From an optimization exercise on the open Yosys and OpenROAD flow, aimed at small area; shortcuts taken in it are not production practice. The RTL was checked by simulation tests, not by an equivalence proof against the original design. Power figures rest on the tool's default switching activity, not on a simulated workload.

==> flow/design.v (excerpt) <==
module cfu_mac #(
  parameter int unsigned XLEN    = 32,
  parameter int unsigned NUM_ACC = 4,
  parameter int unsigned MUL_BPC = 4,
  parameter int unsigned CTRL_W  = 8
) (
  input  logic              clk_i,
  input  logic              rst_ni,
  input  logic              stall_i,
  input  logic              valid_i,
  input  logic [CTRL_W-1:0] cfu_ctrl_i,
  input  logic [XLEN-1:0]   src1_i,
  input  logic [XLEN-1:0]   src2_i,
  output logic              stall_o,
  output logic [XLEN-1:0]   rslt_o
);
Size in the first run: ~840 cells after synthesis, roughly 270 flip-flops, roughly 110 I/O pins, roughly 11000 um2 of cells after synthesis.
Settings: LEC_CHECK=0, CAP_MARGIN=20, CORE_MARGIN=2, CORE_UTILIZATION=55, CTS_BUF_LIST=sky130_fd_sc_hd__clkbuf_16, CTS_CLUSTER_DIAMETER=80, CTS_CLUSTER_SIZE=25, SLEW_MARGIN=20; clock period 10.0 ns.
standard.sh (not shown) runs the stock make flow with config.mk's settings and CLKGATE_MAP_FILE= SYNTH_SCRIPT=/design/flow/synth_recipe.tcl, a recipe that flattens the netlist after the stock synthesis.
==> flow/flow/run.sh <==
#!/bin/bash
# The standard layout (standard.sh), with two changes:
#  - synthesis maps the logic with an area-oriented ABC script (flow/synth.tcl)
#    and leaves adders to ABC instead of mapping them to full-adder cells;
#  - the port buffers are sky130_fd_sc_hd__buf_1 cells.
set -euo pipefail
here=$(pwd)
export MY_ABC_SCRIPT=$here/flow/abc_area.script
bash standard.sh SYNTH_SCRIPT=$here/flow/synth.tcl ADDER_MAP_FILE= \
  "BUFFER_PORTS_ARGS=-buffer_cell sky130_fd_sc_hd__buf_1" finish > $here/flow_make.log 2>&1
==> flow/flow/abc_area.script <==
&get -n
&st
&dc2
&dch -f
&nf -R 1000 -p -F 8 -A 4
&put
==> flow/flow/synth.tcl <==
proc synth {args} { yosys synth -nofsm -noshare {*}$args }
proc abc {args} {
  set i [lsearch -exact $args -script]
  if {$i >= 0 && [info exists ::env(MY_ABC_SCRIPT)]} { lset args [expr {$i+1}] $::env(MY_ABC_SCRIPT) }
  yosys abc {*}$args
}
source $::env(SCRIPTS_DIR)/synth.tcl
# left out here: clear keep_hierarchy, flatten, clean up, hide names made inside functions, write 1_2_yosys.v
The first run finished clean.
==> next run, changes <==
--- a/flow/config.mk
+++ b/flow/config.mk
@@ -8,6 +8,6 @@
 export CAP_MARGIN = 20
 export CORE_MARGIN = 2
-export CORE_UTILIZATION = 55
-export CTS_BUF_LIST = sky130_fd_sc_hd__clkbuf_16
+export CORE_UTILIZATION = 60
+export CTS_BUF_LIST = sky130_fd_sc_hd__clkbuf_8 sky130_fd_sc_hd__clkbuf_16
 export CTS_CLUSTER_DIAMETER = 80
 export CTS_CLUSTER_SIZE = 25
Result: The changed run finished clean. Total power barely changes. Sequential power hardly moves. Area after synthesis stays the same. Utilization is higher by 5.2 points. Sequential share of layout area came out higher by 0.38 points. Global-route usage climbs by 1.6 points. Die area goes down by 8.1%. Count of clock-buffer cells in the layout is unchanged. Synthesized cell count does not change. Final area goes down by 0.61%. Routed wire length goes down by 2.0%.
==> next run, changes <==
--- a/flow/config.mk
+++ b/flow/config.mk
@@ -8,6 +8,6 @@
 export CAP_MARGIN = 20
 export CORE_MARGIN = 2
-export CORE_UTILIZATION = 60
-export CTS_BUF_LIST = sky130_fd_sc_hd__clkbuf_8 sky130_fd_sc_hd__clkbuf_16
+export CORE_UTILIZATION = 65
+export CTS_BUF_LIST = sky130_fd_sc_hd__clkbuf_16
 export CTS_CLUSTER_DIAMETER = 80
 export CTS_CLUSTER_SIZE = 25
What happened: Setup slack barely changes; final cell count falls slightly; worst hold slack gets worse by 0.017 ns.
==> next run, changes <==
==> flow/flow/run.sh (replaced) <==
#!/bin/bash
# The standard layout (standard.sh), with two changes:
#  - synthesis maps the logic with an area-oriented ABC script (flow/synth.tcl);
#  - the port buffers are sky130_fd_sc_hd__buf_1 cells.
set -euo pipefail
here=$(pwd)
export MY_ABC_SCRIPT=$here/flow/abc_area.script
bash standard.sh SYNTH_SCRIPT=$here/flow/synth.tcl \
  "BUFFER_PORTS_ARGS=-buffer_cell sky130_fd_sc_hd__buf_1" finish > $here/flow_make.log 2>&1
==> flow/flow/abc_area.script (replaced) <==
&get -n
&st
&syn2
&dch
&nf -R 1000
&put
topo
stime -c
--- a/flow/config.mk
+++ b/flow/config.mk
@@ -8,7 +8,5 @@
 export CAP_MARGIN = 20
 export CORE_MARGIN = 2
-export CORE_UTILIZATION = 65
-export CTS_BUF_LIST = sky130_fd_sc_hd__clkbuf_16
-export CTS_CLUSTER_DIAMETER = 80
-export CTS_CLUSTER_SIZE = 25
+export CORE_UTILIZATION = 60
+export CTS_BUF_LIST = sky130_fd_sc_hd__clkbuf_8
 export SLEW_MARGIN = 20
Effect:
- setup slack improves by 0.45 ns
- area after synthesis is higher by 1.9%
- sequential power hardly moves
- total power rises by about 7%
- cell area goes up by 3.4%
- critical path depth fell by 4
- hold slack gets better by 0.013 ns
==> next run, changes <==
--- a/flow/config.mk
+++ b/flow/config.mk
@@ -6,7 +6,10 @@
 export NUM_CORES = 4
 export LEC_CHECK = 0
-export CAP_MARGIN = 20
+export CAP_MARGIN = 0
 export CORE_MARGIN = 2
 export CORE_UTILIZATION = 60
-export CTS_BUF_LIST = sky130_fd_sc_hd__clkbuf_8
-export SLEW_MARGIN = 20
+export CTS_BUF_LIST = sky130_fd_sc_hd__clkbuf_16
+export CTS_CLUSTER_DIAMETER = 80
+export CTS_CLUSTER_SIZE = 25
+export GPL_TIMING_DRIVEN = 0
+export SLEW_MARGIN = 0
Die area does not change.
Design area goes up by 0.64%.
Worst setup slack got worse by 0.40 ns.
Critical path depth goes down by 1.

The RTL this note starts from:
==> flow/design.v <==
package cfu_mac_pkg;
  typedef enum logic [2:0] {
    OP_NOP  = 3'd0,
    OP_MAC  = 3'd1,
    OP_MACU = 3'd2,
    OP_RDL  = 3'd3,
    OP_RDH  = 3'd4,
    OP_CLR  = 3'd5,
    OP_WR   = 3'd6,
    OP_RSVD = 3'd7
  } op_e;
  typedef enum logic [1:0] {
    StIdle,
    StBusy,
    StDone
  } state_e;
  localparam int unsigned CtrlOpLsb  = 0;
  localparam int unsigned CtrlOpW    = 3;
  localparam int unsigned CtrlIdxLsb = 3;
  localparam int unsigned CtrlIdxW   = 5;
endpackage
module cfu_mac_mul_iter (
  input  logic [32:0] win_i,      
  input  logic [31:0] mcand_i,    
  input  logic        msign_i,    
  input  logic        nz_i,       
  input  logic        neg_i,      
  input  logic [1:0]  pend_i,     
  input  logic        top_i,      
  output logic [32:0] win_o,      
  output logic [1:0]  pend_o      
);
  localparam int W = 36;   
  logic [2:0]   z_hi, q;
  logic [W-1:0] x, y, p, g, c, s;
  logic [W/4:0] cb;
  assign z_hi = {3{nz_i & (msign_i ^ neg_i)}};
  assign q    = z_hi + {pend_i[1], pend_i} + {2'b00, top_i};
  assign x = {3'b000, win_i};
  assign y = {q[2], q, {32{nz_i}} & (mcand_i ^ {32{neg_i}})};
  assign p = x ^ y;
  assign g = x & y;
  assign cb[0] = neg_i;
  for (genvar k = 0; k < W / 4; k++) begin : g_blk
    logic gb, pb;
    assign gb = g[4*k+3] | (p[4*k+3] & g[4*k+2]) | (p[4*k+3] & p[4*k+2] & g[4*k+1]) |
                (p[4*k+3] & p[4*k+2] & p[4*k+1] & g[4*k]);
    assign pb = &p[4*k+3:4*k];
    assign cb[k+1] = gb | (pb & cb[k]);
    assign c[4*k]   = cb[k];
    assign c[4*k+1] = g[4*k] | (p[4*k] & cb[k]);
    assign c[4*k+2] = g[4*k+1] | (p[4*k+1] & g[4*k]) | (p[4*k+1] & p[4*k] & cb[k]);
    assign c[4*k+3] = g[4*k+2] | (p[4*k+2] & g[4*k+1]) | (p[4*k+2] & p[4*k+1] & g[4*k]) |
                      (p[4*k+2] & p[4*k+1] & p[4*k] & cb[k]);
  end
  assign s = p ^ c;
  assign win_o  = s[32:0];
  assign pend_o = s[34:33];
endmodule
module cfu_mac #(
  parameter int unsigned XLEN    = 32,
  parameter int unsigned NUM_ACC = 4,
  parameter int unsigned MUL_BPC = 4,
  parameter int unsigned CTRL_W  = 8
) (
  input  logic              clk_i,
  input  logic              rst_ni,
  input  logic              stall_i,
  input  logic              valid_i,
  input  logic [CTRL_W-1:0] cfu_ctrl_i,
  input  logic [XLEN-1:0]   src1_i,
  input  logic [XLEN-1:0]   src2_i,
  output logic              stall_o,
  output logic [XLEN-1:0]   rslt_o
);
  logic [2:0]  op;
  logic [1:0]  idx;
  logic        is_mac, is_macu, is_rdl, is_rdh, is_clr, is_wr;
  logic        multi, last, step, clean;
  logic [5:0]  cnt_q;
  logic [1:0]  pend_q, pend_new;
  logic [3:0]  zero_q;
  logic [63:0] acc_q [4];
  logic [3:0]  sel, sel_lo, sel_top, sel_hi;
  logic [32:0] win_m, win_new;
  logic [31:0] hi_rd;
  logic        bit_b, bit_nx_q, nz, neg, top;
  logic        unused;
  assign op  = cfu_ctrl_i[2:0];
  assign idx = cfu_ctrl_i[4:3];
  assign unused = ^{cfu_ctrl_i[7:5]};
  assign is_mac  = (op == 3'd1);
  assign is_macu = (op == 3'd2);
  assign is_rdl  = (op == 3'd3);
  assign is_rdh  = (op == 3'd4);
  assign is_clr  = (op == 3'd5);
  assign is_wr   = (op == 3'd6);
  assign multi   = is_mac | is_macu | is_rdl | is_clr | is_wr;
  assign last    = (cnt_q == 6'd63);
  assign step    = valid_i && multi && !(last && stall_i);
  assign stall_o = multi && !last;
  assign clean = zero_q[idx] | is_wr;
  for (genvar k = 0; k < 4; k++) begin : g_sel
    assign sel[k]     = (idx == 2'(k));
    assign sel_lo[k]  = sel[k] && !(clean && cnt_q == 6'd0);
    assign sel_top[k] = sel[k] && !(clean && !cnt_q[5]);
    assign sel_hi[k]  = sel[k] && is_rdh && !zero_q[k];
  end
  always_comb begin
    win_m = '0;
    hi_rd = '0;
    for (int k = 0; k < 4; k++) begin
      win_m = win_m | ({sel_top[k], {32{sel_lo[k]}}} & acc_q[k][32:0]);
      hi_rd = hi_rd | ({32{sel_hi[k]}} & acc_q[k][63:32]);
    end
  end
  assign bit_b = (cnt_q == 6'd0) ? src2_i[0] : bit_nx_q;
  assign nz  = ((is_mac | is_macu) && !cnt_q[5] && bit_b) || (is_wr && cnt_q == 6'd0);
  assign neg = is_mac && (cnt_q == 6'd31) && bit_b;
  assign top = is_wr && !cnt_q[5] && bit_b;
  cfu_mac_mul_iter u_step (
    .win_i   (win_m),
    .mcand_i (src1_i),
    .msign_i (is_mac && src1_i[31]),
    .nz_i    (nz),
    .neg_i   (neg),
    .pend_i  (pend_q),
    .top_i   (top),
    .win_o   (win_new),
    .pend_o  (pend_new)
  );
  always_ff @(posedge clk_i or negedge rst_ni) begin
    if (!rst_ni) begin
      cnt_q  <= '0;
      pend_q <= '0;
      bit_nx_q <= 1'b0;
      zero_q <= '1;
    end else begin
      if (step) begin
        cnt_q <= cnt_q + 6'd1;
      end
      pend_q <= (step && cnt_q < 6'd31) ? pend_new : 2'b00;
      bit_nx_q <= src2_i[5'(cnt_q[4:0] + 5'd1)];
      if (step && cnt_q == 6'd31) begin
        zero_q[idx] <= 1'b0;
      end
      if (step && last && is_clr) begin
        zero_q[idx] <= 1'b1;
      end
    end
  end
  for (genvar k = 0; k < 4; k++) begin : g_acc
    always_ff @(posedge clk_i) begin
      if (step && sel[k]) begin
        acc_q[k] <= {win_new[0], acc_q[k][63:33], win_new[32:1]};
      end
    end
  end
  assign rslt_o = (win_m[32:1] & {32{is_mac | is_macu | is_rdl | is_clr}}) | hi_rd;
endmodule
Settings: LEC_CHECK=0, CAP_MARGIN=20, CORE_MARGIN=2, CORE_UTILIZATION=60, CTS_BUF_LIST=sky130_fd_sc_hd__clkbuf_16, CTS_CLUSTER_DIAMETER=80, CTS_CLUSTER_SIZE=25, SLEW_MARGIN=20; clock period 10.0 ns.
==> flow/flow/run.sh <==
#!/bin/bash
# The standard layout (standard.sh), with two changes:
#  - synthesis maps the logic with an area-oriented ABC script (flow/synth.tcl);
#  - the port buffers are sky130_fd_sc_hd__buf_1 cells.
set -euo pipefail
here=$(pwd)
export MY_ABC_SCRIPT=$here/flow/abc_area.script
bash standard.sh SYNTH_SCRIPT=$here/flow/synth.tcl \
  "BUFFER_PORTS_ARGS=-buffer_cell sky130_fd_sc_hd__buf_1" finish > $here/flow_make.log 2>&1
==> flow/flow/abc_area.script <==
&get -n
&st
&syn2
&dch
&nf -R 1000
&put
topo
stime -c
Scripts as last shown in full above: flow/flow/synth.tcl
Next try:
--- a/flow/flow/run.sh
+++ b/flow/flow/run.sh
@@ -3 +3,2 @@
-#  - synthesis maps the logic with an area-oriented ABC script (flow/synth.tcl);
+#  - synthesis maps the logic with an area-oriented ABC script (flow/synth.tcl)
+#    and leaves adders to ABC instead of mapping them to full-adder cells;
@@ -8 +9 @@
-bash standard.sh SYNTH_SCRIPT=$here/flow/synth.tcl \
+bash standard.sh SYNTH_SCRIPT=$here/flow/synth.tcl ADDER_MAP_FILE= \
==> flow/flow/abc_area.script (replaced) <==
&get -n
&st
&dc2
&dch -f
&nf -R 1000 -p -F 8 -A 4
&put
--- a/flow/config.mk
+++ b/flow/config.mk
@@ -11,3 +11,3 @@
-export CTS_BUF_LIST = sky130_fd_sc_hd__clkbuf_16
-export CTS_CLUSTER_DIAMETER = 80
-export CTS_CLUSTER_SIZE = 25
+export CTS_BUF_LIST = sky130_fd_sc_hd__clkbuf_8 sky130_fd_sc_hd__clkbuf_16
+export CTS_CLUSTER_DIAMETER = 50
+export CTS_CLUSTER_SIZE = 15
=> Die area goes down by 1.8%. Count of clock-buffer cells in the layout goes up by 12. Cell area goes up by 1.7%.
Next try:
==> flow/flow/abc_area.script (replaced) <==
&get -n
&st
&dc2
&dch -f
&nf -R 1000 -p -F 8 -A 4 -E 50
&put
--- a/flow/config.mk
+++ b/flow/config.mk
@@ -11,3 +11,3 @@
-export CTS_BUF_LIST = sky130_fd_sc_hd__clkbuf_8 sky130_fd_sc_hd__clkbuf_16
-export CTS_CLUSTER_DIAMETER = 50
-export CTS_CLUSTER_SIZE = 15
+export CTS_BUF_LIST = sky130_fd_sc_hd__clkbuf_16
+export CTS_CLUSTER_DIAMETER = 80
+export CTS_CLUSTER_SIZE = 25
=> Sequential share of layout area stays the same; wire length fell by 2.0%; via count falls by 2.3%.
Next try:
==> flow/flow/abc_area.script (replaced) <==
&get -n
&st
&dc2
&dch -f
&nf -R 1000 -p -F 8 -A 4
&put
Result:
- total power barely changes
- setup slack gets better by 340 ps
- global-route usage is higher by 0.90 points
- clock power climbs slightly
Next try:
--- a/flow/config.mk
+++ b/flow/config.mk
@@ -10 +10 @@
-export CORE_UTILIZATION = 60
+export CORE_UTILIZATION = 75
@@ -13,0 +14 @@
+export PLACE_DENSITY = 0.8
Cell area barely changes.
Power is higher by about 0.9%.
Non-clock buffer count stays the same.
Clock power hardly moves.
Utilization went up by 16 points.
Wire length came out higher by about 2.5%.
Combinational power increases by about 3%.
First-iteration DRC count came out higher by 50%.
Worst setup slack gains 97 ps.

port drivers added, routing unchanged:
How much do the figures lean on ideal ports? The routed layouts below were timed once more, with nothing changed but the port constraints.
Step 1 assumes that a clkbuf_16 drives the clock port and a buf_2 every other input.
Step 2 also shifts input and output timing later by t, the mid clock arrival at the registers, as if the neighbouring blocks saw the same clock.
Slacks: ideal / step 1 / step 2; pairs: ideal / step 1.
| run | shift t [ns] | setup WS [ns] | hold WS [ns] | worst setup path at the end |
|---|---|---|---|---|
| the first run of note 1 | 0.536 | 0.768 / 0.789 / 0.253 | 0.452 / 0.452 / 0.452 | input to register |
| the second run of note 1 | 0.530 | 0.613 / 0.638 / 0.108 | 0.455 / 0.455 / 0.455 | input to register |
| the third run of note 1 | 0.530 | 0.611 / 0.638 / 0.108 | 0.437 / 0.437 / 0.437 | input to register |
| the fourth run of note 1 | 0.593 | 1.060 / 1.078 / 0.485 | 0.450 / 0.450 / 0.450 | input to register |
| the fifth run of note 1 | 0.526 | 0.662 / 0.682 / 0.156 | 0.458 / 0.458 / 0.458 | input to register |
| the first run of note 2 | 0.524 | 0.967 / 0.987 / 0.463 | 0.455 / 0.455 / 0.455 | input to register |
| the second run of note 2 | 0.571 | 0.725 / 0.748 / 0.177 | 0.446 / 0.446 / 0.446 | input to register |
| the third run of note 2 | 0.506 | 0.274 / 0.290 / -0.216 | 0.449 / 0.449 / 0.449 | input to register |
| the fourth run of note 2 | 0.530 | 0.613 / 0.638 / 0.108 | 0.455 / 0.455 / 0.455 | input to register |
| the fifth run of note 2 | 0.538 | 0.710 / 0.733 / 0.194 | 0.454 / 0.454 / 0.454 | input to register |
With both steps, setup timing fails in the third run of note 2, where it was met with ideal ports. The setup slack of the fourth run of note 1, which loses most, moves by +0.018 ns with the drivers and by -0.575 ns with both steps.
